This design comes from an exercise in tuning for a short achievable clock period and few clock cycles per item on the open sky130 flow, not from production work.
In this exercise RTL edits were held to simulation tests only and were not proved equivalent to the original.
The clock cells of runs 2 to 5 come from the design's own scripts or RTL, not from TritonCTS.
The flow treats the clock pin as an ideal source. Dropping or thinning the clock tree relies on that and would not hold on a real chip.
Power is estimated from default activity; no workload was simulated.

## design/flow/config.mk

```make
export PLATFORM = sky130hd
export DESIGN_NAME = priority_command_queue_with_cancel
export DESIGN_NICKNAME = priority_command_queue_with_cancel
export VERILOG_FILES = /design/flow/design.v
export SDC_FILE = /design/flow/constraint.sdc
export NUM_CORES = 4
export LEC_CHECK = 0
export ABC_CLOCK_PERIOD_IN_PS = 2000
export CAP_MARGIN = 20
export CORE_MARGIN = 2
export CORE_UTILIZATION = 35
export CTS_CLUSTER_DIAMETER = 80
export CTS_CLUSTER_SIZE = 20
export PLACE_DENSITY = 0.5
export SETUP_SLACK_MARGIN = 4.3
export SLEW_MARGIN = 20
export TNS_END_PERCENT = 100
```

## design/flow/constraint.sdc

```tcl
create_clock -name core_clock -period 7.0 [get_ports {clk}]
set_input_delay 1.4000 -clock core_clock [delete_from_list [all_inputs] [get_ports {clk}]]
set_output_delay 1.4000 -clock core_clock [all_outputs]
set_load 0.01 [all_outputs]
```

## design/flow/design.v

```verilog
package pcq_pkg;
  localparam logic [2:0] CMD_INIT     = 3'd0;
  localparam logic [2:0] CMD_ENQUEUE  = 3'd1;
  localparam logic [2:0] CMD_CANCEL   = 3'd2;
  localparam logic [2:0] CMD_DISPATCH = 3'd3;
  localparam logic [2:0] CMD_MARK_ALL = 3'd4;
  localparam logic [2:0] ST_OK          = 3'd0;
  localparam logic [2:0] ST_NOT_RUNNING = 3'd1;
  localparam logic [2:0] ST_QUEUED      = 3'd2;
  localparam logic [2:0] ST_NONE        = 3'd3;
  localparam logic [2:0] ST_BAD_PRIO    = 3'd4;
  localparam logic [1:0] KIND_NONE     = 2'd0;
  localparam logic [1:0] KIND_DISPATCH = 2'd1;
  localparam logic [1:0] KIND_CANCEL   = 2'd2;
  localparam logic [0:0] CFG_RUNNING  = 1'b0;
  localparam logic [0:0] CFG_NUM_PRIO = 1'b1;
endpackage
module priority_command_queue_with_cancel (
  input  logic        clk,
  input  logic        rst_n,
  input  logic        in_tvalid,
  output logic        in_tready,
  input  logic [15:0] in_tdata,    
  output logic        out_tvalid,
  input  logic        out_tready,
  output logic [15:0] out_tdata,   
  input  logic        cfg_valid,
  output logic        cfg_ready,
  input  logic [0:0]  cfg_index,
  input  logic [3:0]  cfg_data
);
  localparam int NS = 32;
  localparam int NL = 8;
  localparam int OUT_LIMIT = 8;
  assign cfg_ready = 1'b1;
  logic       running_r;
  logic [7:0] npm_r;
  logic [7:0] npm_wr;
  always_comb begin
    for (int l = 0; l < NL; l++)
      npm_wr[l] = (l == 0) || (cfg_data > 4'(l));
  end
  always_ff @(posedge clk) begin
    if (!rst_n) begin
      running_r <= 1'b0;
      npm_r     <= 8'h01;
    end else if (cfg_valid) begin
      if (cfg_index == pcq_pkg::CFG_RUNNING) running_r <= cfg_data[0];
      else npm_r <= npm_wr;
    end
  end
  logic rst_q;
  always_ff @(posedge clk) rst_q <= !rst_n;
  logic                 in_rdy_r;
  logic [OUT_LIMIT-1:0] oth_r;
  logic                 out_v_r;
  logic                 fire_in, fire_out, o_up, o_dn;
  assign in_tready = in_rdy_r;
  assign fire_in   = in_tvalid && in_rdy_r;
  assign fire_out  = out_v_r && out_tready;
  assign o_up      = fire_in && !fire_out;
  assign o_dn      = fire_out && !fire_in;
  always_ff @(posedge clk) begin
    if (!rst_n) begin
      oth_r    <= '0;
      in_rdy_r <= 1'b1;
    end else begin
      if (o_up) oth_r <= {oth_r[OUT_LIMIT-2:0], 1'b1};
      else if (o_dn) oth_r <= {1'b0, oth_r[OUT_LIMIT-1:1]};
      in_rdy_r <= o_up ? !oth_r[OUT_LIMIT-2] : (o_dn || !oth_r[OUT_LIMIT-1]);
    end
  end
  logic        acc;
  logic [10:0] in_d;
  assign acc  = fire_in && rst_n;
  assign in_d = in_tdata[10:0];
  logic        s2_v;
  logic        s2_ini, s2_enq, s2_can, s2_dis, s2_mrk;
  logic        s2_enq_pre;              
  logic        s2_run, s2_pok;
  logic [4:0]  s2_id;
  logic [31:0] s2_idoh;
  logic [2:0]  s2_pr;
  logic [7:0]  s2_proh;
  always_ff @(posedge clk) begin
    s2_v   <= acc;
    s2_ini <= acc && in_d[2:0] == pcq_pkg::CMD_INIT;
    s2_enq <= acc && in_d[2:0] == pcq_pkg::CMD_ENQUEUE;
    s2_can <= acc && in_d[2:0] == pcq_pkg::CMD_CANCEL;
    s2_dis <= acc && in_d[2:0] == pcq_pkg::CMD_DISPATCH;
    s2_mrk <= acc && in_d[2:0] == pcq_pkg::CMD_MARK_ALL;
    s2_run <= running_r;
    s2_pok <= npm_r[in_d[10:8]];
    s2_enq_pre <= acc && in_d[2:0] == pcq_pkg::CMD_ENQUEUE && running_r && npm_r[in_d[10:8]];
    s2_id  <= in_d[7:3];
    s2_pr  <= in_d[10:8];
    for (int i = 0; i < NS; i++) s2_idoh[i] <= in_d[7:3] == 5'(i);
    for (int l = 0; l < NL; l++) s2_proh[l] <= in_d[10:8] == 3'(l);
  end
  logic [31:0] q_r, c_r;
  logic [2:0]  lv_r  [NS];
  logic [31:0] bf_r  [NS];    
  logic [4:0]  rk_r  [NS];    
  logic [31:0] hd_r, r1_r;    
  logic [5:0]  cnt_r [NL];    
  logic [7:0]  inc_r, dec_r;  
  logic [5:0]  cnt [NL];      
  logic [7:0]  ne_r;          
  logic [7:0]  av_r;          
  logic       qid;
  logic [2:0] lvid;
  always_comb begin
    qid  = |(q_r & s2_idoh);
    lvid = '0;
    for (int i = 0; i < NS; i++) lvid = lvid | (lv_r[i] & {3{s2_idoh[i]}});
  end
  logic [31:0] behind;
  always_comb begin
    behind = '0;
    for (int r = 0; r < NS; r++)
      behind = behind | (bf_r[r] & {NS{s2_idoh[r] && q_r[r]}});
  end
  logic [7:0]  avail, topoh;
  logic        found;
  logic [2:0]  toplv;
  logic [31:0] dsp_oh, toplv_hit;
  always_comb begin
    avail = av_r;
    found = |avail;
    toplv = '0;
    for (int l = 0; l < NL; l++)
      if (avail[l]) toplv = 3'(l);
    for (int l = 0; l < NL; l++) begin
      topoh[l] = avail[l];
      for (int k = l + 1; k < NL; k++)
        if (avail[k]) topoh[l] = 1'b0;
    end
    for (int i = 0; i < NS; i++)
      toplv_hit[i] = s2_dis && found && lv_r[i] == toplv;
    for (int i = 0; i < NS; i++)
      dsp_oh[i] = toplv_hit[i] && q_r[i] && hd_r[i];
  end
  logic        do_enq, do_can, do_dis;
  logic [31:0] enq_oh, rm_oh, memb;
  logic [7:0]  inc, dec, can_lv;
  logic [31:0] rk_dec;
  logic [5:0]  cnt_p, cnt_rp;
  logic [7:0]  cnt1;
  logic        cnt1_p, inc_p, dec_p;
  logic        ne_p;
  always_comb begin
    do_enq = s2_enq_pre && !qid;
    do_can = s2_can && qid;
    do_dis = s2_dis && found;
    enq_oh = s2_idoh & ~q_r & {NS{s2_enq_pre}};
    rm_oh  = (s2_idoh & {NS{s2_can}}) | dsp_oh;
    for (int i = 0; i < NS; i++) memb[i] = q_r[i] && lv_r[i] == s2_pr;
    rk_dec = toplv_hit | (behind & {NS{s2_can}});
    for (int l = 0; l < NL; l++) begin
      cnt[l] = inc_r[l] ? cnt_r[l] + 6'd1 : dec_r[l] ? cnt_r[l] - 6'd1 : cnt_r[l];
      cnt1[l] = inc_r[l] ? cnt_r[l] == 6'd0 : dec_r[l] ? cnt_r[l] == 6'd2 : cnt_r[l] == 6'd1;
    end
    cnt_rp = '0;
    for (int l = 0; l < NL; l++) cnt_rp = cnt_rp | (cnt_r[l] & {6{s2_proh[l]}});
    inc_p = |(inc_r & s2_proh);
    dec_p = |(dec_r & s2_proh);
    cnt_p = inc_p ? cnt_rp + 6'd1 : dec_p ? cnt_rp - 6'd1 : cnt_rp;
    cnt1_p = |(cnt1 & s2_proh);
    ne_p = |(ne_r & s2_proh);
    can_lv = '0;
    for (int i = 0; i < NS; i++)
      for (int l = 0; l < NL; l++)
        can_lv[l] = can_lv[l] | (s2_idoh[i] && q_r[i] && lv_r[i] == 3'(l));
    for (int l = 0; l < NL; l++) begin
      inc[l] = do_enq && s2_proh[l];
      dec[l] = (do_dis && topoh[l]) || (s2_can && can_lv[l]);
    end
  end
  always_ff @(posedge clk) begin
    for (int i = 0; i < NS; i++) begin
      if (enq_oh[i]) lv_r[i] <= s2_pr;
      if (enq_oh[i]) begin
        rk_r[i] <= cnt_p[4:0];
        hd_r[i] <= !ne_p;
        r1_r[i] <= cnt1_p;
      end else if (rk_dec[i]) begin
        rk_r[i] <= rk_r[i] - 5'd1;
        hd_r[i] <= r1_r[i];
        r1_r[i] <= rk_r[i] == 5'd2;
      end
      for (int r = 0; r < NS; r++) begin
        if (r != i) begin
          if (enq_oh[i]) bf_r[r][i] <= memb[r];
          else if (enq_oh[r]) bf_r[r][i] <= 1'b0;
        end
      end
    end
  end
  always_ff @(posedge clk) begin
    if (rst_q) begin
      q_r  <= '0;
      c_r  <= '0;
      ne_r <= '0;
      av_r <= '0;
      for (int l = 0; l < NL; l++) cnt_r[l] <= '0;
      inc_r <= '0;
      dec_r <= '0;
    end else begin
      for (int i = 0; i < NS; i++) begin
        if (enq_oh[i]) q_r[i] <= 1'b1;
        else if (rm_oh[i]) q_r[i] <= 1'b0;
        if (s2_ini && !qid && s2_idoh[i]) c_r[i] <= 1'b0;
        else if (s2_mrk && q_r[i] && npm_r[lv_r[i]]) c_r[i] <= 1'b1;
      end
      for (int l = 0; l < NL; l++) begin
        if (inc[l]) ne_r[l] <= 1'b1;
        else if (dec[l] && cnt1[l]) ne_r[l] <= 1'b0;
        if (inc[l]) av_r[l] <= npm_r[l];
        else if (dec[l] && cnt1[l]) av_r[l] <= 1'b0;
        cnt_r[l] <= cnt[l];
      end
      inc_r <= inc;
      dec_r <= dec;
      if (rst_n && cfg_valid && cfg_index == pcq_pkg::CFG_NUM_PRIO) av_r <= ne_r & npm_wr;
    end
  end
  logic [2:0]  st;
  logic [1:0]  kind;
  logic [4:0]  cid;
  logic [2:0]  opr;
  always_comb begin
    st   = pcq_pkg::ST_OK;
    kind = pcq_pkg::KIND_NONE;
    cid  = '0;
    opr  = '0;
    if (s2_ini && qid) st = pcq_pkg::ST_QUEUED;
    if (s2_enq) begin
      if (!s2_run) st = pcq_pkg::ST_NOT_RUNNING;
      else if (qid) st = pcq_pkg::ST_QUEUED;
      else if (!s2_pok) st = pcq_pkg::ST_BAD_PRIO;
    end
    if (s2_can) begin
      if (!qid) st = pcq_pkg::ST_NONE;
      else begin
        kind = pcq_pkg::KIND_CANCEL;
        cid  = s2_id;
        opr  = lvid;
      end
    end
    if (s2_dis) begin
      if (!found) st = pcq_pkg::ST_NONE;
      else begin
        kind = pcq_pkg::KIND_DISPATCH;
        opr  = toplv;
      end
    end
  end
  logic        s3_v;
  logic [2:0]  s3_st;
  logic [1:0]  s3_kind;
  logic [4:0]  s3_cid;
  logic [2:0]  s3_opr;
  logic [31:0] s3_doh, s3_dmk;
  always_ff @(posedge clk) begin
    s3_v    <= s2_v && rst_n;
    s3_st   <= st;
    s3_kind <= kind;
    s3_cid  <= cid;
    s3_opr  <= opr;
    s3_doh  <= dsp_oh;
    s3_dmk  <= dsp_oh & c_r;
  end
  logic [4:0]  s3_denc;
  logic [13:0] s3_d;
  always_comb begin
    s3_denc = '0;
    for (int i = 0; i < NS; i++) s3_denc = s3_denc | (5'(i) & {5{s3_doh[i]}});
    s3_d = {|s3_dmk, s3_opr, s3_cid | s3_denc, s3_kind, s3_st};
  end
  logic [13:0] fifo_r [OUT_LIMIT];
  logic [3:0]  wp_r, rp_r, wp_inc, rp_inc;
  logic [13:0] out_d_r;
  logic        load, fne;
  assign load   = !out_v_r || out_tready;
  assign fne    = wp_r != rp_r;
  assign wp_inc = wp_r + 4'd1;
  assign rp_inc = rp_r + 4'd1;
  always_ff @(posedge clk) begin
    if (s3_v) fifo_r[wp_r[2:0]] <= s3_d;
    if (load) out_d_r <= fne ? fifo_r[rp_r[2:0]] : s3_d;
  end
  always_ff @(posedge clk) begin
    if (!rst_n) begin
      out_v_r <= 1'b0;
      wp_r    <= '0;
      rp_r    <= '0;
    end else begin
      if (load) out_v_r <= fne || s3_v;
      if (s3_v && (fne || !load)) wp_r <= wp_inc;
      if (load && fne) rp_r <= rp_inc;
    end
  end
  assign out_tvalid = out_v_r;
  assign out_tdata  = {2'b00, out_d_r};
endmodule
```

## design/flow/run.sh

```bash
#!/bin/bash
# synth_recipe.tcl (not shown) runs the flow's synth.tcl, then flattens the netlist and writes it again
# the make line also repeats each setting of config.mk as NAME=value (left out here)
make -C /OpenROAD-flow-scripts/flow DESIGN_CONFIG=/design/flow/config.mk WORK_HOME=/design/flow/orfs CLKGATE_MAP_FILE= SYNTH_SCRIPT=/design/flow/synth_recipe.tcl finish
```

==> impl_results.md, run 1 <==
- Status: timing/DRC/antenna clean
- Min-delay src: running_r$_SDFFE_PN0P_
- DRC: 0
- Synth area leader: edfxtp_1
- Sequential share of the synthesized area: slightly above 60%
- Critical path launch point type: flip-flop
- Hold_buf cts: 0
- Tot GR Track Use: a little under a third
- Comb pwr share: under 10%
- Slew Limit Fails: 0
- WL final: 381 mm
- Final hold viol count: 0
- Hold path cells: 0
- Synth Area per Inst: 11.0 um^2
- Worst reg2reg startpoint: s2_idoh[29]$_DFF_P_
- Cell count of the worst reg-to-reg path: 7
- Top FF cell, synth: edfxtp_1
- RR Endpoint: rk_r[6][1]$_DFFE_PP_
- Largest net degree at the start of global routing: a little under 80
- Number of synthesized flops with an enable pin: 1438
- Die W: 487 um
- Mapped Cells: ~7400
- Initial antenna violation count: 23
- Internal power: about 0.014 W
- CP bufs+invs: 1
- Root Driver: clkbuf_16
- Most frequent cells in the layout: edfxtp_1, nor2_1, nand2_1
- CTS Buf Count: 109
- H-tree level count: 3
- Clk pwr share: roughly 38%
- Die area: 238000 um^2
- # Max-Cap Violations: 0
- CP endpoint kind: flip-flop
- Post-synth cell types: 72
- Vias per inst: 6.22
- Worst skew pair latency: 0.86 ns
- PD cells: 197 nW/um^2
- Worst-path cell chain: and2_4, a22o_1, a221oi_4, nand4_1, o21ai_2, o211ai_1, buf_4
- First-pass GRT wire length: 511 mm
- Antenna Nets Post-Route: 0
- WL/cell: 36.2 um
- Tmin final: 3.04 ns
- Core ar.: 233000 um^2
- GRT busiest layer: met2
- Final nets: 7527
- Layout cells sized above 1: 17.8%
- P_leak: ~32 nW
- Starting Density: between 30% and 40%
- Post-synth ARST share: 0%
- Peak VDD IR: 0.220 mV
- Clock Pin Slew Worst Setup and Hold Paths: 0.09 ns
- IO Pins: 45
- Fmax: 328 MHz
- Least-Margin Pin Slew: 1.16 ns
- Die height: 487 um
- Post-DP Area: between 80000 and 90000 um^2
- Drt first pass iters: 7
- # rows: 177
- Design area: 95300 um^2
- Mapped Area: 81800 um^2
- Worst Path Required: roughly 7.6 ns
- Synthesized flop and latch total: around 1700
- Vias in the first global route: between 50000 and 60000
- Hold WC Path Type: reg -> reg
- CTS Buffer Depth: 3
- Peak per-stage delay on the critical path: 0.65 ns
- Psw: 0.00429 W
- Flop pwr share: 59.7%
- DR vias: 65340
- Setup WS post-layout: 3.96 ns
- Syn-to-layout area delta: 16.5%
- Worst path top cell family by delay: compound AO/OA/AOI/OAI gates
- Port bufs: 36
- DRT iter0 DRCs: 10340
- Synth warn: 38
- Met1 global-route usage: 41.9%
- CTS Sinks: ~1700
- Unrepaired setup endpoints after global routing: true
- GRT met2 Usage: 46.1%
- Worst EP arrival: about 3.6 ns
- DP Worst Slack: 2.47 ns
- Total Negative Setup Slacks: 0 ns
- Hold path endpoint: s2_run$_DFF_P_
- Gpl congestion: around 0.97
- Fin crit share: 43.5%
- Met3 GRT Util: under 10%
- Reg2reg setup slack: 3.96 ns
- GR Overflow Total: 0
- CTS tree: done
- Clock skew: between 0.07 and 0.08 ns
- Worst Path Max Fanout: 7
- Crit-path slowest cell: nand4_1
- Sw Ratio: 22.9%
- Most common cell after layout, fill and taps aside: edfxtp_1
- Slew HR: 22.8%
- Top-area cell type share of the netlist area: 52.8%
- Final setup viols: 0
- Stages on the worst setup path: 7
- Top cells by area, synth: edfxtp_1, dfxtp_1, nor2_1
- Worst Path Class, Setup: reg -> reg
- HPWL Detailed: 243 mm
[area by class of cell]
type / count / area (um^2)
well taps: 3043 / 3810
multi-input cells: 4750 / 31500
clock inverters: 44 / 548
fillers: 22108 / 137000
clock buffers: 132 / 2870
diodes: 11 / 27.5
inverters: 135 / 507
flip-flops and latches: 1746 / 49600
repair buffers: 649 / 6410
[kinds of logic after synthesis]
kind of cell	after synthesis	share of synthesized area, %
buffers and inverters	926	4.39
flip-flops	1746	60.3
AND/OR/NAND/NOR	2895	16.0
multiplexers	159	2.88
adder cells (fa/ha/maj)	110	1.68
other	2	0.00918
AO/OA/AOI/OAI	1238	11.0
XOR/XNOR	342	3.66
[cell usage after synthesis (all sizes together), types with 80 or more instances]
| master | instances |
|---|---|
| nand2b | 80 |
| o22ai | 146 |
| nor2 | 1312 |
| o21ai | 192 |
| clkbuf | 644 |
| buf | 147 |
| a21oi | 127 |
| dfxtp | 308 |
| a22o | 237 |
| nand4 | 133 |
| nand2 | 806 |
| ha | 110 |
| nor3 | 87 |
| inv | 134 |
| edfxtp | 1438 |
| mux2i | 98 |
| nand3b | 81 |
| a221oi | 239 |
| xnor2 | 292 |
[power groups by stage]
stage	clock network, W	logic, W	registers, W
2_1_floorplan	0	0.000351	0.0114
3_3_place_gp	0	0.000506	0.0115
3_5_place_dp	0	0.000510	0.0115
4_1_cts	0.00710	0.000505	0.0112
5_1_grt	0.00744	0.000548	0.0112
6_report	0.00704	0.000515	0.0112
[state kept, by name, summed over array words and instances (netlist names), 48 cells and up, named ones only]
signal,flops
rk_r,160
fifo_r,112
cnt_r,48
lv_r,96
bf_r,992
[worst register-to-register path, delay by kind of cell, from the launching register on]
family	cells	cell delay (ns)
compound gates	4	1.24
buf+inv	1	0.19
flops	1	0.40
simple gates	2	0.94
[stage by stage]
step | total power [W] | util [%] | instances | hold WS [ns]
after detailed placement | 0.0120 | 36.4 | 9913 | 0.387
after global routing | 0.0192 | 41.0 | 10500 | 0.403
final | 0.0188 | 41.0 | 10510 | 0.398
after global placement | 0.0120 | 36.4 | 9912 | 0.395
after CTS | 0.0188 | 40.1 | 10376 | 0.396
after floorplan | 0.0118 | - | 7419 | 0.343
[repair_timing]
| action | 4_1_cts | 5_1_grt |
|---|---|---|
| gates cloned | 10 | 4 |
| pin swaps | 134 | 155 |
| endpoints found under the setup margin | 834 | 563 |
| setup buffers | 277 | 118 |
| endpoints found under the hold margin | 0 | 0 |
| gates resized for setup | 616 | 206 |
[worst max-delay path by stage]
stage,from,endpoint,slack (ns)
floorplan,out_tready,wp_r[3]$_SDFFE_PN0P_,4.43
global placement,s2_idoh[18]$_DFF_P_,rk_r[12][3]$_DFFE_PP_,2.54
detailed placement,s2_idoh[18]$_DFF_P_,hd_r[12]$_DFFE_PP_,2.47
CTS,s2_idoh[28]$_DFF_P_,rk_r[6][1]$_DFFE_PP_,4.07
global route,s2_idoh[28]$_DFF_P_,rk_r[6][1]$_DFFE_PP_,3.99
finish,s2_idoh[29]$_DFF_P_,rk_r[6][1]$_DFFE_PP_,3.96
[metal layers]
metal / share of wire [%] / wire length, um / up-vias
met2: 43 / 163000 / 4567
met1: 39 / 147000 / 33083
li1: - / - / 26753
met3: 12 / 44600 / 917
met4: 6.7 / 25400 / 20
met5: 0.035 / 132 / -
Testbench counts, summed over its fixed seeds: cycles 12,024, items 12,000.
==> run 2: changes to the inputs <==
==> design/flow/flow/run.sh (new file) <==
#!/bin/bash
# Own layout flow: the standard ORFS flow (standard.sh), except that the clock tree is
# built by flow/pre_cts.tcl (two levels of clkbuf_16: four roots on the clock port, one leaf
# buffer per cluster of flip-flops) in place of TritonCTS, for a lower clock insertion delay.
# The make output goes to standard_flow.log; ORFS's per-step logs stay under orfs/logs.
set -euo pipefail
cd "$(dirname "$0")/.."
export PRE_CTS_TCL="$PWD/flow/pre_cts.tcl"
bash standard.sh > "$PWD/standard_flow.log" 2>&1
==> design/flow/flow/pre_cts.tcl (new file) <==
# Sourced by ORFS cts.tcl through PRE_CTS_TCL (see run.sh).
# Manual two-level clock tree: clk -> NR root clkbuf_16 (one per region) -> leaf clkbuf_16
# (one per cluster of at most LEAFN sinks, placed at the cluster's centre) -> flop clock pins.
proc build_clock_tree {clkname leafn nroot} {
  set db [ord::get_db]
  set block [ord::get_db_block]
  set master [$db findMaster sky130_fd_sc_hd__clkbuf_16]
  set clknet [$block findNet $clkname]
  set sinks {}
  foreach it [$clknet getITerms] {
    set inst [$it getInst]
    set loc [$inst getLocation]
    set m [$inst getMaster]
    set x [expr {[lindex $loc 0] + [$m getWidth]/2}]
    set y [expr {[lindex $loc 1] + [$m getHeight]/2}]
    lappend sinks [list $x $y $it]
  }
  set n [llength $sinks]
  # number of leaf clusters; columns ~ sqrt
  set nclus [expr {int(ceil(double($n)/$leafn))}]
  set ncol [expr {max(1,int(round(sqrt($nclus))))}]
  set sinks [lsort -integer -index 0 $sinks]
  set percol [expr {int(ceil(double($n)/$ncol))}]
  set leaves {}
  set li 0
  for {set c 0} {$c < $ncol} {incr c} {
    set col [lrange $sinks [expr {$c*$percol}] [expr {($c+1)*$percol-1}]]
    if {[llength $col] == 0} continue
    set col [lsort -integer -index 1 $col]
    set nrow [expr {int(ceil(double([llength $col])/$leafn))}]
    set perrow [expr {int(ceil(double([llength $col])/$nrow))}]
    for {set r 0} {$r < $nrow} {incr r} {
      set cl [lrange $col [expr {$r*$perrow}] [expr {($r+1)*$perrow-1}]]
      if {[llength $cl] == 0} continue
      set sx 0; set sy 0
      foreach s $cl { incr sx [lindex $s 0]; incr sy [lindex $s 1] }
      set cx [expr {$sx / [llength $cl]}]
      set cy [expr {$sy / [llength $cl]}]
      set inst [odb::dbInst_create $block $master "mclk_leaf_$li"]
      $inst setLocation [expr {$cx - [$master getWidth]/2}] [expr {$cy - [$master getHeight]/2}]
      $inst setPlacementStatus PLACED
      set net [odb::dbNet_create $block "mclk_leaf_net_$li"]
      $net setSigType CLOCK
      foreach s $cl {
        set it [lindex $s 2]
        $it disconnect
        $it connect $net
      }
      [$inst findITerm X] connect $net
      lappend leaves [list $cx $cy $inst]
      incr li
    }
  }
  # roots: split leaves into nroot groups by position
  set leaves [lsort -integer -index 0 $leaves]
  set nl [llength $leaves]
  set per [expr {int(ceil(double($nl)/$nroot))}]
  for {set g 0} {$g < $nroot} {incr g} {
    set grp [lrange $leaves [expr {$g*$per}] [expr {($g+1)*$per-1}]]
    if {[llength $grp] == 0} continue
    set sx 0; set sy 0
    foreach s $grp { incr sx [lindex $s 0]; incr sy [lindex $s 1] }
    set cx [expr {$sx / [llength $grp]}]
    set cy [expr {$sy / [llength $grp]}]
    set inst [odb::dbInst_create $block $master "mclk_root_$g"]
    $inst setLocation [expr {$cx - [$master getWidth]/2}] [expr {$cy - [$master getHeight]/2}]
    $inst setPlacementStatus PLACED
    set net [odb::dbNet_create $block "mclk_root_net_$g"]
    $net setSigType CLOCK
    foreach s $grp { [[lindex $s 2] findITerm A] connect $net }
    [$inst findITerm X] connect $net
    [$inst findITerm A] connect $clknet
  }
  $clknet setSigType CLOCK
  puts "manual clock tree: $n sinks, $li leaves, $nroot roots"
}

# Build the tree before the CTS step's own tree synthesis, then make that a no-op: the rest of
# the CTS step (legalisation, timing repair) runs as usual on this tree.
build_clock_tree clk 22 4
set_propagated_clock [all_clocks]
proc clock_tree_synthesis {args} {
  puts "clock tree built by flow/pre_cts.tcl; clock_tree_synthesis $args skipped"
}
==> design/flow/standard.sh (new file) <==
#!/bin/bash
# synth_recipe.tcl (not shown) runs the flow's synth.tcl, then flattens the netlist and writes it again
# the make line also repeats each setting of config.mk as NAME=value (left out here)
make -C /OpenROAD-flow-scripts/flow DESIGN_CONFIG=/design/flow/config.mk WORK_HOME=/design/flow/orfs CLKGATE_MAP_FILE= SYNTH_SCRIPT=/design/flow/synth_recipe.tcl "${@:-finish}"
--- a/design/flow/config.mk
+++ b/design/flow/config.mk
@@ -9,9 +9,7 @@
 export CAP_MARGIN = 20
 export CORE_MARGIN = 2
 export CORE_UTILIZATION = 35
-export CTS_CLUSTER_DIAMETER = 80
-export CTS_CLUSTER_SIZE = 20
 export PLACE_DENSITY = 0.5
-export SETUP_SLACK_MARGIN = 4.3
+export SETUP_SLACK_MARGIN = 4.5
 export SLEW_MARGIN = 20
 export TNS_END_PERCENT = 100
removed: design/flow/run.sh
==> run 2 against run 1 <==
  * Fmax shrank 7.1%
  * Total power shrank 8.3%
  * Largest power group unchanged
  * Highest routed layer unchanged
  * Core utilization shrank 0.33 points
  * Sequential cell count is the same
  * Setup slack lost 0.23 ns
==> impl_results.md, run 2 <==
- First-pass GRT wire length: 506 mm
- Min-delay src: running_r$_SDFFE_PN0P_
- Post-synth cell types: 72
- Port bufs: 36
- GR Overflow Total: 0
- Vias in the first global route: 59558
- Fmax: 305 MHz
- Final Hold Slack: 0.421 ns
- Die height: 487 um
- Top FF cell, synth: edfxtp_1
- Fin crit share: 46.8%
- WL final: 378 mm
- Synth warn: 38
- Syn-to-layout area delta: 15.5%
- Mapped Cells: 7418
- WL/cell: 36.3 um
- Drt first pass iters: 8
- Most common cell after layout, fill and taps aside: edfxtp_1
- # fillers: about 22000
- Hold WC Path Type: reg -> reg
- Vias per inst: slightly above 6
- Top reg by flops: bf_r
- Antenna Nets Post-Route: 0
- Worst Path Class, Setup: reg -> reg
- Crit. Startpoint: s2_idoh[16]$_DFF_P_
- Most frequent cells in the layout: edfxtp_1, nor2_1, nand2_1
- Mapped Area: 81800 um^2
- Unrepaired setup endpoints after global routing: true
- Starting Density: about a third
- Synth top cells by count: edfxtp_1, nor2_1, nand2_1
- Worst reg2reg startpoint: s2_idoh[16]$_DFF_P_
- Core ar.: 233000 um^2
- Slew HR: 22.1%
- Top cells by area, synth: edfxtp_1, dfxtp_1, nor2_1
- Worst skew pair latency: 0.62 ns
- Synthesized flop and latch total: 1746
- Multi-input gate area: 31600 um^2
- Clock skew: 0.0909 ns
- HPWL Detailed: 243 mm
- Slew Limit Fails: 0
- # rows: between 150 and 200
- Largest net degree at the start of global routing: 78
- Peak VDD IR: 0.373 mV
- Worst EP arrival: 3.65 ns
- DRC: 0
- Tot GR Track Use: 30.6%
- Die W: 487 um
- Worst Path Required: 7.38 ns
- Total Negative Setup Slacks: 0 ns
- Max FFs per register: approximately 990
- DR vias: around 65000
- Number of synthesized flops with an enable pin: 1438
- Gpl congestion: between 0.9 and 1
- CP endpoint kind: flip-flop
- Layout cells sized above 1: 18.2%
- Worst Path Max Fanout: 7
- Top-area cell type share of the netlist area: 52.8%
- # Max-Cap Violations: 0
- P_leak: 31.9 nW
- Clock Pin Slew Worst Setup and Hold Paths: 0.12 ns
- Final setup viols: 0
- Top-count cell post-synth: edfxtp_1
- IO Pins: 45
- Final hold viol count: 0
- Synth area leader: edfxtp_1
- PD cells: 182 nW/um^2
- Critical path launch point type: flip-flop
- Hold_buf cts: 0
- Tmin final: approximately 3.3 ns
- Final nets: 7526
- Least-Margin Pin Slew: 1.17 ns
- Post-synth ARST share: 0%
- Register area: 49600 um^2
- DRT iter0 DRCs: 9691
- Synth Area per Inst: 11.0 um^2
- Die area: 238000 um^2
- Status: timing/DRC/antenna clean
- Sequential share of the synthesized area: 60.3%
- Initial antenna violation count: 20
run 2: cell counts after synthesis:
No cell type changed its count.
run 2: metrics by stage:
step	area [um^2]	instances	setup slack (ns)	total power, W	util (%)
2_1_floorplan	81800	7419	4.55	0.0118	-
4_1_cts	92500	10317	3.73	0.0172	39.8
3_3_place_gp	84700	9916	2.59	0.0120	36.4
5_1_grt	94500	10431	3.84	0.0176	40.6
3_5_place_dp	84700	9916	2.53	0.0120	36.4
6_report	94500	10439	3.72	0.0172	40.6
run 2: worst paths after layout:
kind / end / slack [ns] / cells after the start
max: rk_r[8][2]$_DFFE_PP_ / 3.72 / 8
min: s2_run$_DFF_P_ / 0.42 / 0
max reg2reg: rk_r[8][2]$_DFFE_PP_ / 3.72 / 8
min reg2reg: s2_run$_DFF_P_ / 0.42 / 0
run 2: area by class of cell:
class | instances | area share (%)
antenna | 8 | 0.0212
multi-input combinational | 4749 | 33.5
buffer | 85 | 2.25
timing repair buffer | 673 | 7.20
sequential | 1746 | 52.5
tap | 3043 | 4.03
inverter | 135 | 0.537
run 2: power breakdown:
| part | switching [W] | total (W) | leakage [nW] | internal, W |
|---|---|---|---|---|
| Combinational | 0.000318 | 0.000549 | 17.1 | 0.000231 |
| Clock | 0.00333 | 0.00547 | 1.05 | 0.00214 |
| Sequential | 0.0000677 | 0.0112 | 13.7 | 0.0111 |
| Total | 0.00371 | 0.0172 | 31.9 | 0.0135 |
run 2: routing by layer:
layer  global-route usage, %  wire, um  vias to the layer above
met3                    7.64     44200                      941
met4                    16.0     27200                       18
met1                    40.2    144000                    32766
li1                        -         -                    26726
met2                    46.7    163000                     4367
met5                       0       321                        -
run 2: cell families (layout without fill, tap and decap cells):
logic type / count (synthesis) / in the layout / synth area share [%]
flip-flops: 1746 / 1746 / 60.3
AO/OA/AOI/OAI: 1238 / 1238 / 11.0
buffers and inverters: 926 / 893 / 4.39
AND/OR/NAND/NOR: 2895 / 2897 / 16.0
adder cells (fa/ha/maj): 110 / 110 / 1.68
multiplexers: 159 / 159 / 2.88
other: 2 / 11 / 0.00918
XOR/XNOR: 342 / 342 / 3.66
run 2: critical path, stage by stage, from the launching register on:
cell and delay (ns):
dfxtp_2 0.34, buf_6 0.11, and2_4 0.16, buf_12 0.13, a222oi_1 0.87, nand4_1 0.60, o21ai_4 0.47, o211ai_1 0.14
buf_4 0.19
run 2: timing repair:
item	CTS	global route
gates resized for setup	750	249
buffers inserted	303	108
endpoints found under the setup margin	1740	765
pin swaps	164	143
cloned	13	5
hold endpoints to repair	0	0
==> run 3: changes to the inputs <==
--- a/design/flow/design.v
+++ b/design/flow/design.v
@@ -70,10 +70,19 @@
       in_rdy_r <= o_up ? !oth_r[OUT_LIMIT-2] : (o_dn || !oth_r[OUT_LIMIT-1]);
     end
   end
+  logic        s1_v;
+  logic [10:0] s1_d;
+  always_ff @(posedge clk) begin
+    s1_v <= fire_in && rst_n;
+    s1_d <= in_tdata[10:0];
+  end
   logic        acc;
   logic [10:0] in_d;
-  assign acc  = fire_in && rst_n;
-  assign in_d = in_tdata[10:0];
+  logic [31:0] d_idoh;
+  assign acc  = s1_v && rst_n;
+  assign in_d = s1_d;
+  always_comb
+    for (int i = 0; i < NS; i++) d_idoh[i] = in_d[7:3] == 5'(i);
   logic        s2_v;
   logic        s2_ini, s2_enq, s2_can, s2_dis, s2_mrk;
   logic        s2_enq_pre;              
@@ -94,7 +103,7 @@
     s2_enq_pre <= acc && in_d[2:0] == pcq_pkg::CMD_ENQUEUE && running_r && npm_r[in_d[10:8]];
     s2_id  <= in_d[7:3];
     s2_pr  <= in_d[10:8];
-    for (int i = 0; i < NS; i++) s2_idoh[i] <= in_d[7:3] == 5'(i);
+    s2_idoh <= d_idoh;
     for (int l = 0; l < NL; l++) s2_proh[l] <= in_d[10:8] == 3'(l);
   end
   logic [31:0] q_r, c_r;
@@ -114,11 +123,21 @@
     lvid = '0;
     for (int i = 0; i < NS; i++) lvid = lvid | (lv_r[i] & {3{s2_idoh[i]}});
   end
+  logic [31:0] s2_row, x_enq_oh;
+  logic        x_fix, x_self;
   logic [31:0] behind;
+  logic [31:0] d_row;
+  always_comb begin
+    for (int c = 0; c < NS; c++) begin
+      d_row[c] = 1'b0;
+      for (int r = 0; r < NS; r++)
+        if (r != c) d_row[c] = d_row[c] | (d_idoh[r] && bf_r[r][c]);
+    end
+  end
+  always_ff @(posedge clk) s2_row <= d_row;
   always_comb begin
     behind = '0;
-    for (int r = 0; r < NS; r++)
-      behind = behind | (bf_r[r] & {NS{s2_idoh[r] && q_r[r]}});
+    if (qid && !x_self) behind = (x_enq_oh & {NS{x_fix}}) | (s2_row & ~x_enq_oh);
   end
   logic [7:0]  avail, topoh;
   logic        found;
@@ -177,6 +196,11 @@
     end
   end
   always_ff @(posedge clk) begin
+    x_enq_oh <= enq_oh;
+    x_fix    <= |(memb & d_idoh);
+    x_self   <= |(enq_oh & d_idoh);
+  end
+  always_ff @(posedge clk) begin
     for (int i = 0; i < NS; i++) begin
       if (enq_oh[i]) lv_r[i] <= s2_pr;
       if (enq_oh[i]) begin
@@ -209,7 +233,7 @@
       for (int i = 0; i < NS; i++) begin
         if (enq_oh[i]) q_r[i] <= 1'b1;
         else if (rm_oh[i]) q_r[i] <= 1'b0;
-        if (s2_ini && !qid && s2_idoh[i]) c_r[i] <= 1'b0;
+        if (s2_ini && s2_idoh[i] && !q_r[i]) c_r[i] <= 1'b0;
         else if (s2_mrk && q_r[i] && npm_r[lv_r[i]]) c_r[i] <= 1'b1;
       end
       for (int l = 0; l < NL; l++) begin
@@ -224,58 +248,63 @@
       if (rst_n && cfg_valid && cfg_index == pcq_pkg::CFG_NUM_PRIO) av_r <= ne_r & npm_wr;
     end
   end
+  logic        s3_v;
+  logic        s3_ini, s3_enq, s3_can, s3_dis, s3_run, s3_pok, s3_qid, s3_found;
+  logic [4:0]  s3_id;
+  logic [2:0]  s3_lvid, s3_toplv;
+  logic [31:0] s3_doh, s3_dmk;
+  always_ff @(posedge clk) begin
+    s3_v     <= s2_v && rst_n;
+    s3_ini   <= s2_ini;
+    s3_enq   <= s2_enq;
+    s3_can   <= s2_can;
+    s3_dis   <= s2_dis;
+    s3_run   <= s2_run;
+    s3_pok   <= s2_pok;
+    s3_qid   <= qid;
+    s3_found <= found;
+    s3_id    <= s2_id;
+    s3_lvid  <= lvid;
+    s3_toplv <= toplv;
+    s3_doh   <= dsp_oh;
+    s3_dmk   <= dsp_oh & c_r;
+  end
   logic [2:0]  st;
   logic [1:0]  kind;
   logic [4:0]  cid;
   logic [2:0]  opr;
+  logic        mk;
+  logic [13:0] s3_d;
   always_comb begin
     st   = pcq_pkg::ST_OK;
     kind = pcq_pkg::KIND_NONE;
     cid  = '0;
     opr  = '0;
-    if (s2_ini && qid) st = pcq_pkg::ST_QUEUED;
-    if (s2_enq) begin
-      if (!s2_run) st = pcq_pkg::ST_NOT_RUNNING;
-      else if (qid) st = pcq_pkg::ST_QUEUED;
-      else if (!s2_pok) st = pcq_pkg::ST_BAD_PRIO;
+    mk   = 1'b0;
+    if (s3_ini && s3_qid) st = pcq_pkg::ST_QUEUED;
+    if (s3_enq) begin
+      if (!s3_run) st = pcq_pkg::ST_NOT_RUNNING;
+      else if (s3_qid) st = pcq_pkg::ST_QUEUED;
+      else if (!s3_pok) st = pcq_pkg::ST_BAD_PRIO;
     end
-    if (s2_can) begin
-      if (!qid) st = pcq_pkg::ST_NONE;
+    if (s3_can) begin
+      if (!s3_qid) st = pcq_pkg::ST_NONE;
       else begin
         kind = pcq_pkg::KIND_CANCEL;
-        cid  = s2_id;
-        opr  = lvid;
+        cid  = s3_id;
+        opr  = s3_lvid;
       end
     end
-    if (s2_dis) begin
-      if (!found) st = pcq_pkg::ST_NONE;
+    if (s3_dis) begin
+      if (!s3_found) st = pcq_pkg::ST_NONE;
       else begin
         kind = pcq_pkg::KIND_DISPATCH;
-        opr  = toplv;
+        for (int i = 0; i < NS; i++) cid = cid | (5'(i) & {5{s3_doh[i]}});
+        opr  = s3_toplv;
+        mk   = |s3_dmk;
       end
     end
-  end
-  logic        s3_v;
-  logic [2:0]  s3_st;
-  logic [1:0]  s3_kind;
-  logic [4:0]  s3_cid;
-  logic [2:0]  s3_opr;
-  logic [31:0] s3_doh, s3_dmk;
-  always_ff @(posedge clk) begin
-    s3_v    <= s2_v && rst_n;
-    s3_st   <= st;
-    s3_kind <= kind;
-    s3_cid  <= cid;
-    s3_opr  <= opr;
-    s3_doh  <= dsp_oh;
-    s3_dmk  <= dsp_oh & c_r;
-  end
-  logic [4:0]  s3_denc;
-  logic [13:0] s3_d;
-  always_comb begin
-    s3_denc = '0;
-    for (int i = 0; i < NS; i++) s3_denc = s3_denc | (5'(i) & {5{s3_doh[i]}});
-    s3_d = {|s3_dmk, s3_opr, s3_cid | s3_denc, s3_kind, s3_st};
+    s3_d = {mk, opr, cid, kind, st};
   end
   logic [13:0] fifo_r [OUT_LIMIT];
   logic [3:0]  wp_r, rp_r, wp_inc, rp_inc;
==> run 3 against run 2 <==
  * Global-route usage is 0.39 points higher
  * Highest routed layer unchanged
  * Core utilization is 0.056 points lower
  * First-iteration DRC count increased by 1.5%
  * Largest power group unchanged
  * Area after synthesis grew 3.0%
  * Still clean on timing, DRC and antenna
  * Critical endpoint is now s2_row[8]$_DFF_P_
  * Fmax rose by 15%
  * Clock power grew 6.9%
  * Largest cell class unchanged
  * Combinational power rose by 14%
  * Total power is 5.7% higher
  * Via count grew 3.6%
  * Critical path depth down 1
==> impl_results.md, run 3 <==
- Top-count cell post-synth: edfxtp_1
- Die height: 495 um
- Synth area leader: edfxtp_1
- WL/cell: around 37 um
- Most common cell after layout, fill and taps aside: edfxtp_1
- Worst Path Required: between 7 and 8 ns
- Post-synth cell types: 79
- Worst EP arrival: 3.30 ns
- Starting Density: 35.1%
- Psw: 0.00399 W
- Gpl congestion: 0.991
- Number of synthesized flops with an enable pin: 1438
- DRC: 0
- Top-area cell type share of the netlist area: 51.2%
- Largest net degree at the start of global routing: 76
- Total Negative Setup Slacks: 0 ns
- Flop pwr share: 64.4%
- Worst skew pair latency: 0.64 ns
- Final hold viol count: 0
- DRT iter0 DRCs: 9833
- Clock Pin Slew Worst Setup and Hold Paths: 0.10 ns
- First-pass GRT wire length: 528 mm
- Tmin final: 2.85 ns
- IO Pins: 45
- Antenna Nets Post-Route: 0
- Clock skew: 0.0751 ns
- Top reg by flops: bf_r
- Comb pwr share: 3.4%
- Max FFs per register: 992
- CP endpoint kind: flip-flop
- Slew Limit Fails: 0
- Mapped Cells: 7743
- Post-synth ARST share: 0%
- # rows: 180
- Most frequent cells in the layout: edfxtp_1, nor2_1, nand2_1
- GR Overflow Total: 0
- Die W: a little under 500 um
- Vias per inst: 6.16
- Mapped Area: between 80000 and 90000 um^2
- Sequential share of the synthesized area: between 60% and 70%
- Initial antenna violation count: 17
- DR vias: 67134
- Vias in the first global route: approximately 62000
- Final nets: 7841
- WL final: 398 mm
- Drt first pass iters: 8
- Least-Margin Pin Slew: between 1 and 1.5 ns
- Port bufs: 36
- Synth top cells by count: edfxtp_1, nor2_1, nand2_1
- PD cells: 187 nW/um^2
- HPWL Detailed: 245 mm
- Worst Path Max Fanout: 10
- Final Power: ~0.018 W
- Top cells by area, synth: edfxtp_1, dfxtp_1, nor2_1
- Fin crit share: 40.7%
- Worst Path Class, Setup: reg -> reg
- Hold_buf cts: 0
- Synth warn: 6
- Clk pwr share: between 30% and 40%
- Slew HR: 23.1%
- Layout cells sized above 1: 17.4%
- Synth Area per Inst: approximately 11 um^2
- Sw Ratio: between 20% and 30%
- Peak VDD IR: 0.283 mV
- Tot GR Track Use: 31.0%
- Internal power: 0.0142 W
- Critical path launch point type: flip-flop
- Die area: between 200000 and 250000 um^2
- Syn-to-layout area delta: 15.6%
- Status: timing/DRC/antenna clean
- Top FF cell, synth: edfxtp_1
- Core ar.: 240000 um^2
- Final setup viols: 0
- Hold WC Path Type: reg -> reg
- P_leak: 37.0 nW
- Fmax: 351 MHz
- # Max-Cap Violations: 0
- Synthesized flop and latch total: 1830
- Unrepaired setup endpoints after global routing: true
## run 3: repair_timing
| action | CTS | global route |
|---|---|---|
| buffers inserted | 272 | 131 |
| pin swaps | 113 | 121 |
| endpoints found under the setup margin | 1962 | 514 |
| resized for setup | 676 | 250 |
| cloned | 18 | 7 |
## run 3: cell families (layout without fill, tap and decap cells)
family                   after synthesis  in the layout  share of synthesized area, %
XOR/XNOR                             342            342                          3.56
buffers and inverters                910            866                          4.21
AO/OA/AOI/OAI                       1282           1283                          10.7
other                                  2             10                       0.00891
flip-flops                          1830           1830                          60.5
multiplexers                         156            156                          2.76
adder cells (fa/ha/maj)              110            110                          1.63
AND/OR/NAND/NOR                     3111           3113                          16.6
## run 3: metal layers
metal / routed length [um] / part of all wire, % / track usage, %
met4: 30400 / 7.6 / 18.2
met3: 42000 / 11 / 5.42
met2: 176000 / 44 / 48.3
met5: 63 / 0.016 / 0
met1: 150000 / 38 / 40.6
## run 3: final timing paths
path                                       from  slack [ns]  depth (start not counted)           endpoint
worst max-delay path            s1_d[4]$_DFF_P_        4.15                          7  s2_row[8]$_DFF_P_
worst min-delay path             s2_run$_DFF_P_        0.33                          0     s3_run$_DFF_P_
worst max register to register  s1_d[4]$_DFF_P_        4.15                          7  s2_row[8]$_DFF_P_
worst min register to register   s2_run$_DFF_P_        0.33                          0     s3_run$_DFF_P_
## run 3: area by class of cell
type | instances | area (um^2)
Fill cell | 23024 | 143000
Sequential cell | 1830 | 51200
Antenna cell | 7 | 17.5
Tap cell | 3185 | 3990
Timing Repair inverter | 1 | 8.76
Multi-Input combinational cell | 5007 | 32600
Buffer | 93 | 2330
Timing Repair Buffer | 623 | 6610
Inverter | 149 | 703
## run 3: power groups by stage
stage | sequential, W | clock (W) | combinational [W]
2_1_floorplan | 0.0119 | 0 | 0.000325
3_3_place_gp | 0.0120 | 0 | 0.000507
3_5_place_dp | 0.0120 | 0 | 0.000509
4_1_cts | 0.0117 | 0.00587 | 0.000587
5_1_grt | 0.0117 | 0.00619 | 0.000646
6_report | 0.0117 | 0.00585 | 0.000624
## run 3: through the flow
stage	utilization [%]	instance area (um^2)	worst slack, ns	hold slack (ns)	cells
final	40.6	97400	4.15	0.334	10895
after global routing	40.6	97400	4.22	0.343	10889
after CTS	39.6	95200	4.24	0.336	10750
after detailed placement	36.4	87400	2.97	0.314	10367
after global placement	36.4	87300	3.05	0.315	10364
after floorplan	-	84300	4.51	0.310	7744
## run 3: critical path: stages (launching register included)
cell,delay (ns)
dfxtp_4,0.39
nor2b_4,0.18
nand2_2,0.11
inv_4,0.07
buf_12,0.16
a22oi_2,0.55
nand4_1,0.54
or4_4,0.65
Testbench counts of run 3, summed over its fixed seeds: cycles 12,032, items 12,000.
==> run 4: changes to the inputs <==
--- a/design/flow/design.v
+++ b/design/flow/design.v
@@ -72,20 +72,22 @@
   end
   logic        s1_v;
   logic [10:0] s1_d;
+  logic [31:0] s1_idoh;                 
   always_ff @(posedge clk) begin
     s1_v <= fire_in && rst_n;
     s1_d <= in_tdata[10:0];
+    for (int i = 0; i < NS; i++) s1_idoh[i] <= in_tdata[7:3] == 5'(i);
   end
   logic        acc;
   logic [10:0] in_d;
   logic [31:0] d_idoh;
-  assign acc  = s1_v && rst_n;
-  assign in_d = s1_d;
-  always_comb
-    for (int i = 0; i < NS; i++) d_idoh[i] = in_d[7:3] == 5'(i);
+  assign acc    = s1_v && rst_n;
+  assign in_d   = s1_d;
+  assign d_idoh = s1_idoh;
   logic        s2_v;
   logic        s2_ini, s2_enq, s2_can, s2_dis, s2_mrk;
   logic        s2_enq_pre;              
+  logic [31:0] s2_enqoh;                
   logic        s2_run, s2_pok;
   logic [4:0]  s2_id;
   logic [31:0] s2_idoh;
@@ -101,6 +103,7 @@
     s2_run <= running_r;
     s2_pok <= npm_r[in_d[10:8]];
     s2_enq_pre <= acc && in_d[2:0] == pcq_pkg::CMD_ENQUEUE && running_r && npm_r[in_d[10:8]];
+    s2_enqoh <= d_idoh & {NS{acc && in_d[2:0] == pcq_pkg::CMD_ENQUEUE && running_r && npm_r[in_d[10:8]]}};
     s2_id  <= in_d[7:3];
     s2_pr  <= in_d[10:8];
     s2_idoh <= d_idoh;
@@ -116,10 +119,15 @@
   logic [5:0]  cnt [NL];      
   logic [7:0]  ne_r;          
   logic [7:0]  av_r;          
+  logic [7:0]  ne_eff, av_eff;
+  assign ne_eff = ne_r | inc_r;
+  assign av_eff = av_r | (inc_r & npm_r);
+  logic       s2_qpre, x_rm;
+  logic [7:0] s2_lvoh, x_proh;
   logic       qid;
   logic [2:0] lvid;
   always_comb begin
-    qid  = |(q_r & s2_idoh);
+    qid  = (s2_qpre && !x_rm) || x_self;
     lvid = '0;
     for (int i = 0; i < NS; i++) lvid = lvid | (lv_r[i] & {3{s2_idoh[i]}});
   end
@@ -144,7 +152,7 @@
   logic [2:0]  toplv;
   logic [31:0] dsp_oh, toplv_hit;
   always_comb begin
-    avail = av_r;
+    avail = av_eff;
     found = |avail;
     toplv = '0;
     for (int l = 0; l < NL; l++)
@@ -171,7 +179,7 @@
     do_enq = s2_enq_pre && !qid;
     do_can = s2_can && qid;
     do_dis = s2_dis && found;
-    enq_oh = s2_idoh & ~q_r & {NS{s2_enq_pre}};
+    enq_oh = s2_enqoh & ~q_r;
     rm_oh  = (s2_idoh & {NS{s2_can}}) | dsp_oh;
     for (int i = 0; i < NS; i++) memb[i] = q_r[i] && lv_r[i] == s2_pr;
     rk_dec = toplv_hit | (behind & {NS{s2_can}});
@@ -185,20 +193,30 @@
     dec_p = |(dec_r & s2_proh);
     cnt_p = inc_p ? cnt_rp + 6'd1 : dec_p ? cnt_rp - 6'd1 : cnt_rp;
     cnt1_p = |(cnt1 & s2_proh);
-    ne_p = |(ne_r & s2_proh);
-    can_lv = '0;
-    for (int i = 0; i < NS; i++)
-      for (int l = 0; l < NL; l++)
-        can_lv[l] = can_lv[l] | (s2_idoh[i] && q_r[i] && lv_r[i] == 3'(l));
+    ne_p = |(ne_eff & s2_proh);
+    can_lv = (x_self ? x_proh : s2_lvoh) & {NL{qid}};
     for (int l = 0; l < NL; l++) begin
       inc[l] = do_enq && s2_proh[l];
       dec[l] = (do_dis && topoh[l]) || (s2_can && can_lv[l]);
     end
   end
+  logic       d_q, d_hq, same_id;
+  logic [2:0] d_lv;
+  always_comb begin
+    d_q  = |(q_r & d_idoh);
+    same_id = s2_id == in_d[7:3];
+    d_hq = |(q_r & hd_r & d_idoh);
+    d_lv = '0;
+    for (int i = 0; i < NS; i++) d_lv = d_lv | (lv_r[i] & {3{d_idoh[i]}});
+  end
   always_ff @(posedge clk) begin
     x_enq_oh <= enq_oh;
-    x_fix    <= |(memb & d_idoh);
-    x_self   <= |(enq_oh & d_idoh);
+    x_fix    <= d_q && d_lv == s2_pr;
+    x_self   <= s2_enq_pre && same_id && !d_q;
+    x_proh   <= s2_proh;
+    for (int l = 0; l < NL; l++) s2_lvoh[l] <= d_lv == 3'(l);
+    s2_qpre  <= d_q;
+    x_rm     <= (s2_can && same_id) || (do_dis && d_hq && d_lv == toplv);
   end
   always_ff @(posedge clk) begin
     for (int i = 0; i < NS; i++) begin
@@ -237,15 +255,13 @@
         else if (s2_mrk && q_r[i] && npm_r[lv_r[i]]) c_r[i] <= 1'b1;
       end
       for (int l = 0; l < NL; l++) begin
-        if (inc[l]) ne_r[l] <= 1'b1;
-        else if (dec[l] && cnt1[l]) ne_r[l] <= 1'b0;
-        if (inc[l]) av_r[l] <= npm_r[l];
-        else if (dec[l] && cnt1[l]) av_r[l] <= 1'b0;
+        ne_r[l] <= ne_eff[l] && !(dec[l] && cnt1[l]);
+        av_r[l] <= av_eff[l] && !(dec[l] && cnt1[l]);
         cnt_r[l] <= cnt[l];
       end
       inc_r <= inc;
       dec_r <= dec;
-      if (rst_n && cfg_valid && cfg_index == pcq_pkg::CFG_NUM_PRIO) av_r <= ne_r & npm_wr;
+      if (rst_n && cfg_valid && cfg_index == pcq_pkg::CFG_NUM_PRIO) av_r <= ne_eff & npm_wr;
     end
   end
   logic        s3_v;
==> run 4 against run 3 <==
  * Routed wire length fell by 5.8%
  * Via count fell by 3.0%
  * Critical path type unchanged
  * Critical path depth rose by 5
  * Clock skew fell by 0.0030 ns
  * Still clean
  * Register-to-register slack improved by 0.15 ns
  * Cell area fell by 2.0%
  * Total power rose by 3.2%
  * Global-route usage fell by 2.5 points
==> impl_results.md, run 4 <==
- PD cells: 197 nW/um^2
- Synth warn: 6
- Port bufs: 36
- # fillers: 23014
- Core ar.: ~240000 um^2
- Worst Path Max Fanout: 8
- WL/cell: 35.4 um
- Drt first pass iters: 7
- Layout cells sized above 1: about an eighth
- Mapped Cells: approximately 7600
- # Max-Cap Violations: 0
- DRC: 0
- Max FFs per register: 992
- Synth Area in Adders: 1.62%
- Total Negative Setup Slacks: 0 ns
- Synth Area per Inst: 11.1 um^2
- Tmin final: around 2.7 ns
- Least-Margin Pin Slew: 1.13 ns
- Sequential share of the synthesized area: 62.0%
- Gpl congestion: 0.987
- Top-area cell type share of the netlist area: approximately half
- DP Worst Slack: 3.04 ns
- P_leak: between 30 and 40 nW
- Setup WS post-layout: 4.30 ns
- First-pass GRT wire length: 492 mm
- IO Pins: 45
- Peak VDD IR: 0.318 mV
- Syn-to-layout area delta: 12.3%
- WL final: 375 mm
- Unrepaired setup endpoints after global routing: true
- Top-count cell post-synth: edfxtp_1
- Die area: 247000 um^2
- Vias in the first global route: 59763
- Clock Pin Slew Worst Setup and Hold Paths: 0.09 ns
- Post-synth cell types: 71
- Worst Path Required: between 7 and 8 ns
- Final Power: 0.0188 W
- Synth top cells by count: edfxtp_1, nor2_1, nand2_1
- Worst Path Class, Setup: reg -> reg
- Post-synth ARST share: 0%
- Top cells by area, synth: edfxtp_1, dfxtp_1, nor2_1
- Worst skew pair latency: 0.65 ns
- Slew Limit Fails: 0
- Largest family of logic cells by synthesized area: simple AND/OR/NAND/NOR gates
- # rows: between 150 and 200
- Fmax: 370 MHz
- Starting Density: approximately a third
- Slew HR: roughly a quarter
- Most common cell after layout, fill and taps aside: edfxtp_1
- Status: timing/DRC/antenna clean
- HPWL Detailed: 227 mm
- Die height: 497 um
- Top reg by flops: bf_r
- Synthesized flop and latch total: 1912
- Antenna Nets Post-Route: 0
- Final Core Density: approximately two fifths
- Most frequent cells in the layout: edfxtp_1, nor2_1, nand2_1
- CP endpoint kind: flip-flop
- Vias per inst: 6.15
- Clock skew: 0.0722 ns
- Final setup viols: 0
- Largest net degree at the start of global routing: 96
- Hold_buf cts: 0
- Mapped Area: 85000 um^2
- Top FF cell, synth: edfxtp_1
- DR vias: approximately 65000
- Initial antenna violation count: 32
- Critical path launch point type: flip-flop
- DRT iter0 DRCs: 10886
- GR Overflow Total: 0
- Xor and xnor area share after synthesis: 2.97%
- Compound-gate portion of the synthesized area: 9.78%
- Fin crit share: about 39%
- Die W: 497 um
- Post-synthesis simple-gate area fraction: 16.0%
- Final hold viol count: 0
- Mux share of post-synthesis cell area: roughly 3.5%
- Hold WC Path Type: reg -> reg
- Worst EP arrival: 3.02 ns
- Final nets: 7537
- Synth area leader: edfxtp_1
- Tot GR Track Use: 28.5%
- Number of synthesized flops with an enable pin: approximately 1400
## run 4: cell types whose count changed after synthesis, moves of 47 or more
cell / previous run / this run
buf_2: 64 / 17
a21oi_1: 141 / 94
o22ai_1: 132 / 31
mux2i_1: 94 / 157
clkbuf_1: 570 / 638
nand3_1: 142 / 190
a22oi_1: 375 / 427
nor2_1: 1326 / 1389
dfxtp_1: 392 / 474
nand2_1: 922 / 837
xnor2_1: 265 / 182
## run 4: path summary, 6_finish.rpt
| check | end | slack, ns | cells after the start | start |
|---|---|---|---|---|
| setup / recovery | hd_r[0]$_DFFE_PP_ | 4.30 | 12 | npm_r[2]$_SDFFE_PN0P_ |
| hold / removal | s3_pok$_DFF_P_ | 0.34 | 0 | s2_pok$_DFF_P_ |
| setup reg to reg | hd_r[0]$_DFFE_PP_ | 4.30 | 12 | npm_r[2]$_SDFFE_PN0P_ |
| hold reg to reg | s3_pok$_DFF_P_ | 0.34 | 0 | s2_pok$_DFF_P_ |
## run 4: area by class of cell
| type | count | area [um^2] | share of cell area [%] |
|---|---|---|---|
| diodes | 11 | 27.5 | 0.0288 |
| plain buffers | 94 | 2350 | 2.46 |
| inverters | 126 | 477 | 0.499 |
| multi-input cells | 4804 | 30600 | 32.0 |
| flip-flops and latches | 1912 | 52900 | 55.4 |
| well taps | 3185 | 3990 | 4.17 |
| repair buffers | 463 | 5160 | 5.41 |
## run 4: logic make-up (layout without fill, tap and decap cells)
logic type,count (synthesis),in the layout
adders and majority gates,110,110
DFF,1912,1912
AOI/OAI and AO/OA,1135,1135
xor gates and xnor gates,288,288
other,2,14
muxes,219,219
buffers and inverters,919,683
and+or+nand+nor,3041,3049
## run 4: worst max-delay path, stage by stage, from the launching register on
cell and delay, ns:
dfxtp_4 0.37, buf_12 0.10, a21oi_4 0.05, and4_4 0.21, buf_12 0.15, buf_12 0.12, buf_16 0.15, buf_8 0.13
a31oi_4 0.37, clkbuf_16 0.28, nand3_1 0.11, o211ai_1 0.13, buf_4 0.21
## run 4: where the power goes
group	total, W	internal [W]	switching, W
sequential	0.0122	0.0121	0.000106
combinational	0.000579	0.000233	0.000345
clock	0.00599	0.00236	0.00363
## run 4: per-stage QoR
stage | area, um^2 | hold WS, ns | instances
floorplan | 85000 | 0.310 | 7627
global placement | 87900 | 0.314 | 10227
CTS | 93600 | 0.334 | 10495
detailed placement | 87900 | 0.313 | 10227
finish | 95500 | 0.338 | 10595
global route | 95400 | 0.340 | 10585
## run 4: per-layer routing
| layer | vias up | part of all wire (%) | routed length, um | GRT usage [%] |
|---|---|---|---|---|
| met5 | - | 0.029 | 109 | 0 |
| met4 | 18 | 7.2 | 27100 | 15.6 |
| met3 | 988 | 12 | 44900 | 5.79 |
| met2 | 4495 | 43 | 160000 | 43.4 |
| met1 | 32889 | 38 | 142000 | 37.9 |
| li1 | 26741 | - | - | - |
## run 4: timing repair
action                     4_1_cts  5_1_grt
resized for setup              413      188
cloned                          22       15
pin swaps                       46       53
setup endpoints to repair     1609      588
buffers inserted               152       73
Testbench counts of run 4, summed over its fixed seeds: cycles 12,032, items 12,000.
==> run 5: changes to the inputs <==
--- a/design/flow/design.v
+++ b/design/flow/design.v
@@ -111,17 +111,19 @@
   end
   logic [31:0] q_r, c_r;
   logic [2:0]  lv_r  [NS];
+  logic [7:0]  lvoh_r [NS];   
   logic [31:0] bf_r  [NS];    
   logic [4:0]  rk_r  [NS];    
   logic [31:0] hd_r, r1_r;    
   logic [5:0]  cnt_r [NL];    
   logic [7:0]  inc_r, dec_r;  
+  logic [7:0]  incav_r;       
   logic [5:0]  cnt [NL];      
   logic [7:0]  ne_r;          
   logic [7:0]  av_r;          
   logic [7:0]  ne_eff, av_eff;
   assign ne_eff = ne_r | inc_r;
-  assign av_eff = av_r | (inc_r & npm_r);
+  assign av_eff = av_r | incav_r;
   logic       s2_qpre, x_rm;
   logic [7:0] s2_lvoh, x_proh;
   logic       qid;
@@ -163,7 +165,7 @@
         if (avail[k]) topoh[l] = 1'b0;
     end
     for (int i = 0; i < NS; i++)
-      toplv_hit[i] = s2_dis && found && lv_r[i] == toplv;
+      toplv_hit[i] = s2_dis && |(lvoh_r[i] & topoh);
     for (int i = 0; i < NS; i++)
       dsp_oh[i] = toplv_hit[i] && q_r[i] && hd_r[i];
   end
@@ -221,6 +223,7 @@
   always_ff @(posedge clk) begin
     for (int i = 0; i < NS; i++) begin
       if (enq_oh[i]) lv_r[i] <= s2_pr;
+      if (enq_oh[i]) lvoh_r[i] <= s2_proh;
       if (enq_oh[i]) begin
         rk_r[i] <= cnt_p[4:0];
         hd_r[i] <= !ne_p;
@@ -246,6 +249,7 @@
       av_r <= '0;
       for (int l = 0; l < NL; l++) cnt_r[l] <= '0;
       inc_r <= '0;
+      incav_r <= '0;
       dec_r <= '0;
     end else begin
       for (int i = 0; i < NS; i++) begin
@@ -260,6 +264,7 @@
         cnt_r[l] <= cnt[l];
       end
       inc_r <= inc;
+      incav_r <= inc & npm_r;
       dec_r <= dec;
       if (rst_n && cfg_valid && cfg_index == pcq_pkg::CFG_NUM_PRIO) av_r <= ne_eff & npm_wr;
     end
==> run 5 against run 4 <==
  * Clock skew is 0.015 ns lower
  * Still clean on timing, DRC and antenna
  * Die area grew 9.4%
  * Total power increased by 13%
  * Clock power up 12%
  * Largest cell class unchanged
  * Synthesized cell count is 4.7% higher
  * Highest routed layer unchanged
  * Sequential power increased by 14%
  * Critical path type unchanged
  * Routed wire length is 7.5% higher
  * Core utilization barely moved
  * Sequential cell count is 263 higher
==> impl_results.md, run 5 <==
- Synth Area in Adders: under 10%
- Mapped Area: 93000 um^2
- Top-area cell type share of the netlist area: 54.7%
- Synth warn: 7
- DRT iter0 DRCs: 9502
- Mux share of post-synthesis cell area: around 2.8%
- Tot GR Track Use: 28.3%
- Synthesized flop and latch total: 2175
- Status: timing/DRC/antenna clean
- Most common cell after layout, fill and taps aside: edfxtp_1
- Drt first pass iters: 7
- Xor and xnor area share after synthesis: under 10%
- Final hold viol count: 0
- Post-synth cell types: 72
- Hold_buf cts: 0
- Syn-to-layout area delta: 12.6%
- Die height: 519 um
- Final Power: 0.0212 W
- CP endpoint kind: flip-flop
- Worst Path Max Fanout: 54
- Total Negative Setup Slacks: 0 ns
- Min-delay src: s2_pok$_DFF_P_
- Worst Path Class, Setup: reg -> reg
- Final Hold Slack: roughly 0.33 ns
- Clock skew: around 0.057 ns
- First-pass GRT wire length: about 540 mm
- # Max-Cap Violations: 0
- Top FF cell, synth: edfxtp_1
- Most frequent cells in the layout: edfxtp_1, nor2_1, nand2_1
- Initial antenna violation count: 21
- Hold WC Path Type: reg -> reg
- Hold path cells: 0
- DP Worst Slack: 2.46 ns
- Top cells by area, synth: edfxtp_1, dfxtp_1, nor2_1
- Vias per inst: roughly 6.1
- Top reg by flops: bf_r
- Setup WS post-layout: 4.34 ns
- WL/cell: 35.6 um
- RR Endpoint: bf_r[19][13]$_SDFFCE_PN0P_
- Max FFs per register: 992
- PD cells: 203 nW/um^2
- Final nets: 7906
- Port bufs: 36
- Fin crit share: 38.0%
- Placed Cells: between 10000 and 15000
- Worst EP arrival: 2.93 ns
- Slew HR: 20.1%
- Number of synthesized flops with an enable pin: approximately 1700
- Sequential share of the synthesized area: 65.1%
- Vias in the first global route: 63825
- Critical path launch point type: flip-flop
- Layout cells sized above 1: between 10% and 20%
- Die area: ~270000 um^2
- Mapped Cells: 7984
- Synth Area per Inst: 11.6 um^2
- Post-synthesis simple-gate area fraction: between 10 and 15%
- Tmin final: 2.66 ns
- Unrepaired setup endpoints after global routing: true
- Worst reg2reg startpoint: q_r[19]$_SDFFE_PP0P_
- Worst skew pair latency: 0.68 ns
- WL final: 403 mm
- Clock Pin Slew Worst Setup and Hold Paths: ~0.1 ns
- Slew Limit Fails: 0
- Top-count cell post-synth: edfxtp_1
- Post-synth ARST share: 0%
- Synth area leader: edfxtp_1
- Finished Layout Cells: 11314
- Cell count of the worst reg-to-reg path: 3
- Largest family of logic cells by synthesized area: simple AND/OR/NAND/NOR gates
- DR vias: around 69000
- # fillers: 25077
- Compound-gate portion of the synthesized area: between 10% and 20%
- P_leak: 39.2 nW
- IO Pins: 45
- Fmax: ~380 MHz
- Starting Density: 35.1%
- GR Overflow Total: 0
- Largest net degree at the start of global routing: between 70 and 80
- Least-Margin Pin Slew: 1.20 ns
- Hold path endpoint: s3_pok$_DFF_P_
- Core ar.: 265000 um^2
- Final setup viols: 0
- # rows: 189
- Gpl congestion: 0.953
- HPWL Detailed: 245 mm
- Synth top cells by count: edfxtp_1, nor2_1, nand2_1
- Die W: between 500 and 600 um
- Peak VDD IR: 0.327 mV
- Antenna Nets Post-Route: 0
- DRC: 0
- Reg2reg setup slack: approximately 4.3 ns
- Worst Path Required: 7.27 ns
## run 5: cell type report
type / instances / area (um^2) / share of cell area, %
tap: 3533 / 4420 / 4.22
inverter: 159 / 654 / 0.625
multi-input combinational: 4907 / 31200 / 29.8
sequential: 2175 / 60700 / 57.9
buffer: 104 / 2600 / 2.49
timing repair buffer: 421 / 5090 / 4.86
timing repair inverter: 2 / 25.0 / 0.0239
antenna: 13 / 32.5 / 0.0311
## run 5: cells by family (layout without fill, tap and decap cells)
family,count (synthesis),in the layout
XOR/XNOR,255,255
AO/OA/AOI/OAI,1293,1293
flip-flops,2175,2175
multiplexers,188,188
adder cells (fa/ha/maj),110,110
buffers and inverters,909,686
AND/OR/NAND/NOR,3052,3058
other,2,16
## run 5: stage by stage
step                      instance area (um^2)  util, %
final                                   105000     39.6
after global routing                    105000     39.6
after CTS                               103000     38.9
after global placement                   96700     36.5
after detailed placement                 96700     36.5
after floorplan                          93000        -
## run 5: worst max-delay path, stage by stage (launching register included)
cell	delay [ns]
dfxtp_1	0.68
nand2b_4	0.53
buf_6	0.48
nand2_1	0.52
## run 5: worst max path at each step
stage                               start                          to  slack (ns)  cells past startpoint
floorplan                      out_tready        rp_r[3]$_SDFFE_PN0P_        4.54                      6
global placement    incav_r[5]$_SDFF_PP0_        rk_r[6][2]$_DFFE_PP_        2.25                      9
detailed placement  incav_r[5]$_SDFF_PP0_       rk_r[13][2]$_DFFE_PP_        2.46                      9
CTS                  q_r[19]$_SDFFE_PP0P_  bf_r[19][13]$_SDFFCE_PN0P_        4.29                      3
global route           s2_proh[2]$_DFF_P_        rk_r[4][2]$_DFFE_PP_        4.34                     14
finish               q_r[19]$_SDFFE_PP0P_  bf_r[19][13]$_SDFFCE_PN0P_        4.34                      3
## run 5: what timing repair did
action / in CTS / in global routing
setup endpoints to repair: 1742 / 881
gates resized for setup: 492 / 240
setup buffers: 104 / 54
pin swaps: 76 / 82
gates cloned: 32 / 16
## run 5: report_power, final
group | switching, W | internal (W) | leakage [nW]
combinational | 0.000376 | 0.000237 | 15.9
clock | 0.00409 | 0.00261 | 1.28
sequential | 0.000106 | 0.0138 | 22.1
total | 0.00457 | 0.0167 | 39.2
## run 5: metal layers
layer  up-vias  part of all wire, %  global-route usage, %
li1      28293                    -                      -
met1     35150                   37                   36.7
met2      4376                   44                   44.4
met3      1000                  9.9                   3.79
met4         6                  8.6                   18.7
met5         -               0.0087                      0
Testbench counts of run 5, summed over its fixed seeds: cycles 12,032, items 12,000.

[static timing again, ports no longer ideal]
In the flow no input, the clock included, has a driving cell. The finished layouts below were timed again as built, in two steps.
Step 1 assumes that a clkbuf_16 drives the clock port and a buf_2 every other input.
Step 2 adds t to the input delays and takes it off the output delays; t is the mean of the earliest and latest rising clock arrival at the registers after step 1. Input paths then give back, and output paths get back, about the clock's delay inside the block.
Three values: ideal, step 1, step 2; two values: the first two.
| run | t, ns | slack for setup (ns) | worst slew at a driven data input, ns |
|---|---|---|---|
| run 1 | 0.914 | 3.955 / 3.955 / 3.577 | 0.08 |
| run 2 | 0.754 | 3.723 / 3.723 / 3.723 | 0.21 |
| run 3 | 0.768 | 4.149 / 4.149 / 4.017 | 0.05 |
| run 4 | 0.777 | 4.296 / 4.296 / 3.901 | 0.04 |
| run 5 | 0.829 | 4.338 / 4.229 / 3.938 | 0.04 |
After both steps every run listed still meets setup and hold. For run 5, which loses most, drivers alone change the setup slack by -0.109 ns; drivers and shift together by -0.400 ns.
